What follows belongs to an exercise in optimizing a design on an open flow for small area, a short achievable clock period and few clock cycles per item; a production flow would make more cautious choices.
The RTL was checked by simulation tests, not by an equivalence proof against the original design.
Power is estimated from default activity; no workload was simulated.

== run 1 ==
## axi4_lite_regfile
module axi4_lite_regfile #(
  parameter int ADDRESS_WIDTH = 32,
  parameter int DATA_WIDTH    = 32,
  parameter int DATA_DEPTH    = 32,
  parameter logic [ADDRESS_WIDTH-1:0] BASE_ADDR = '0
) (
  input  logic                       ACLK,
  input  logic                       ARESET,
  input  logic [ADDRESS_WIDTH-1:0]   S_AXI_AWADDR,
  input  logic                       S_AXI_AWVALID,
  output logic                       S_AXI_AWREADY,
  input  logic [DATA_WIDTH-1:0]      S_AXI_WDATA,
  input  logic [DATA_WIDTH/8-1:0]    S_AXI_WSTRB,
  input  logic                       S_AXI_WVALID,
  output logic                       S_AXI_WREADY,
  output logic [1:0]                 S_AXI_BRESP,
  output logic                       S_AXI_BVALID,
  input  logic                       S_AXI_BREADY,
  input  logic [ADDRESS_WIDTH-1:0]   S_AXI_ARADDR,
  input  logic                       S_AXI_ARVALID,
  output logic                       S_AXI_ARREADY,
  output logic [DATA_WIDTH-1:0]      S_AXI_RDATA,
  output logic [1:0]                 S_AXI_RRESP,
  output logic                       S_AXI_RVALID,
  input  logic                       S_AXI_RREADY
);
  localparam int STRB_W     = DATA_WIDTH / 8;
  localparam int BYTE_SHIFT = $clog2(STRB_W);
  localparam int IDX_W      = $clog2(DATA_DEPTH);
  localparam logic [ADDRESS_WIDTH-1:0] DEPTH_A = ADDRESS_WIDTH'(DATA_DEPTH);
  function automatic logic addr_in_range(input logic [ADDRESS_WIDTH-1:0] addr);
    logic [ADDRESS_WIDTH:0] off;
    off = {1'b0, addr} - {1'b0, BASE_ADDR};
    addr_in_range = !off[ADDRESS_WIDTH] && ((off[ADDRESS_WIDTH-1:0] >> BYTE_SHIFT) < DEPTH_A);
  endfunction
  function automatic logic [IDX_W-1:0] addr_index(input logic [ADDRESS_WIDTH-1:0] addr);
    logic [ADDRESS_WIDTH-1:0] word;
    word = (addr - BASE_ADDR) >> BYTE_SHIFT;
    addr_index = word[IDX_W-1:0];
  endfunction
  logic [DATA_WIDTH-1:0] r_mem [DATA_DEPTH];
  ...
Settings: LEC_CHECK=0, ABC_CLOCK_PERIOD_IN_PS=2500, CAP_MARGIN=20, CORE_MARGIN=2, CORE_UTILIZATION=65, CTS_CLUSTER_DIAMETER=100, CTS_CLUSTER_SIZE=25, SETUP_SLACK_MARGIN=3.1, SLEW_MARGIN=20, SYNTH_HIERARCHICAL=1; clock period 5.0 ns.
run.sh (not shown) runs the stock make flow with config.mk's settings and CLKGATE_MAP_FILE= SYNTH_SCRIPT=/design/flow/synth_recipe.tcl, a recipe that flattens the netlist after the stock synthesis.
Testbench counts of run 1, summed over its fixed seeds: cycles 4,345, items 8,000.
Inputs modified between run 1 and run 2:
- swapping 3.1 for 2.5 in SETUP_SLACK_MARGIN
- swapping 65 for 40 in CORE_UTILIZATION
### Flow results
Run 2: PASS, flow complete, no timing, DRC or antenna violations. Summary of run 2 over run 1: total cell area at the placement stage now larger; largest net degree at the start of global routing now sits higher. Against run 1, achievable clock frequency in run 2 fell by a little under 10%. Sort run 2 and run 1 by final critical-path required period, descending, and run 2 comes first. Diff run 1 -> run 2: simple-gate share of the synthesized area stayed essentially flat, number of standard cells in the layout, taps in and fillers out picked up an extra 12%. Run 2 ends up with a post-DP HPWL that is 3500 um higher than in run 1. Lower average wire length per cell after detail routing goes to run 2 over run 1. Against run 1, total power consumption of the routed design in run 2 came out better. Compared to run 1, run 2 has part of the power in the clock network 1.1 points higher. The cell with the largest stage delay on the worst path comes out dfrtp_2 in one run and dfrtp_1 in the other, namely in run 2 and run 1 respectively.
> inputs changed (run 2 -> run 3)
- a change of SETUP_SLACK_MARGIN from 2.5 to 3.0
- a change of CORE_UTILIZATION from 40 to 75
Results
- The flow did not stop early for run 3: all stages ran, and the layout cleared the timing, DRC and antenna checks.
- Clock network fraction of total power delta for run 3 relative to run 2: 0.9 points lower
- Summary of run 3 over run 2: normalized max-slew margin grew by 7.6 points, total number of placement rows shrank by 35.
- Critical path launch point = r_q0_sel[15]$_DFFE_PP0N_: run 2; critical path launch point = r_rdata[20]$_DFFE_PP0P_: run 3
- In the tables for run 3 and run 2, transition at the pin with the smallest max-transition slack reads higher with run 2.
- Compared with run 2, in run 3 number of buffers added for setup after CTS now sits higher; number of enable-type register cells in the synthesized netlist now sits at about the same level; core utilization now sits higher; internal power summed over all cells now sits lower; synthesized cell count now sits at about the same level.
- Compared with run 2, in run 3 final clock period utilization by the worst path shrank by 5.3 points; total placed cells including tap cells shrank by 786.

axi4_lite_regfile again, from the RTL that the note above started with.
Design axi4_lite_regfile, start of the top module:
module axi4_lite_regfile #(
  parameter int ADDRESS_WIDTH = 32,
  parameter int DATA_WIDTH    = 32,
  parameter int DATA_DEPTH    = 32,
  parameter logic [ADDRESS_WIDTH-1:0] BASE_ADDR = '0
) (
  input  logic                       ACLK,
  input  logic                       ARESET,
  input  logic [ADDRESS_WIDTH-1:0]   S_AXI_AWADDR,
  input  logic                       S_AXI_AWVALID,
  output logic                       S_AXI_AWREADY,
  input  logic [DATA_WIDTH-1:0]      S_AXI_WDATA,
  input  logic [DATA_WIDTH/8-1:0]    S_AXI_WSTRB,
  input  logic                       S_AXI_WVALID,
  output logic                       S_AXI_WREADY,
  output logic [1:0]                 S_AXI_BRESP,
  output logic                       S_AXI_BVALID,
  input  logic                       S_AXI_BREADY,
  input  logic [ADDRESS_WIDTH-1:0]   S_AXI_ARADDR,
  input  logic                       S_AXI_ARVALID,
  output logic                       S_AXI_ARREADY,
  output logic [DATA_WIDTH-1:0]      S_AXI_RDATA,
  output logic [1:0]                 S_AXI_RRESP,
  output logic                       S_AXI_RVALID,
  input  logic                       S_AXI_RREADY
);
clock: 5.0 ns
lec_check: 0
abc_clock_period_in_ps: 2500
cap_margin: 20
core_margin: 2
core_utilization: 65
cts_cluster_diameter: 100
cts_cluster_size: 25
setup_slack_margin: 2.9
slew_margin: 20
synth_hierarchical: 1
Testbench counts at the start, summed over its fixed seeds: cycles 4,345, items 8,000.
Rerun with:
--- a/flow/config.mk
+++ b/flow/config.mk
@@ -12,3 +12,3 @@
 export CTS_CLUSTER_DIAMETER = 100
-export CTS_CLUSTER_SIZE = 25
+export CTS_CLUSTER_SIZE = 28
 export SETUP_SLACK_MARGIN = 2.9
What happened: The new run passed the timing, DRC and antenna checks. Combinational power barely changes. Design area is about the same. Cell count hardly moves. Count of clock-buffer cells in the layout decreases by 5. Non-clock buffer count increases by 11. Core utilization hardly moves. Routed wire length decreases slightly. Total power decreases slightly.
Rerun with:
--- a/flow/config.mk
+++ b/flow/config.mk
@@ -12,4 +12,4 @@
 export CTS_CLUSTER_DIAMETER = 100
-export CTS_CLUSTER_SIZE = 28
-export SETUP_SLACK_MARGIN = 2.9
+export CTS_CLUSTER_SIZE = 25
+export SETUP_SLACK_MARGIN = 2.8
 export SLEW_MARGIN = 20
The new run finished clean.
Via count hardly moves.
Sequential cell count is unchanged.
Sequential share of layout area increases by 0.44 points.
Worst setup slack loses 0.043 ns.
Non-clock buffer count decreases by 26.
Sequential power is about the same.
Register-to-register slack loses 0.04 ns.
Total power increases by 0.39%.

-- port drivers added, routing unchanged --
Ports are ideal in the flow. The routed layouts listed here were re-timed in OpenROAD. Step 1: set_driving_cell puts a clkbuf_16 on ACLK and a buf_2 on each other input, an assumption about the parent block. Step 2 also shifts input and output timing later by t, the mid clock arrival at the registers, as if the neighbouring blocks saw the same clock. a / b / c = ideal ports / drivers / drivers and shift; a / b = the first two.
| run | t, ns | slack for setup (ns) | worst setup path after step 2 | clock arrival spread, ns | worst data-port slew with drivers (ns) |
|---|---|---|---|---|---|
| run 1 | 0.745 | 2.699 / 2.625 / 2.353 | input to register | 0.034 / 0.034 | 0.14 |
| run 2 | 0.747 | 2.452 / 2.449 / 1.785 | input to register | 0.031 / 0.030 | 0.15 |
| run 3 | 0.732 | 2.717 / 2.647 / 2.258 | input to register | 0.030 / 0.030 | 0.15 |
| the first run of note 2 | 0.741 | 2.708 / 2.635 / 2.202 | input to register | 0.045 / 0.044 | 0.05 |
| the second run of note 2 | 0.714 | 2.740 / 2.668 / 2.263 | input to register | 0.038 / 0.038 | 0.05 |
| the third run of note 2 | 0.734 | 2.697 / 2.626 / 2.161 | input to register | 0.038 / 0.038 | 0.13 |
After both steps setup and hold are still met in every run listed. The setup slack of run 2, which loses most, moves by -0.003 ns with the drivers and by -0.667 ns with both steps.
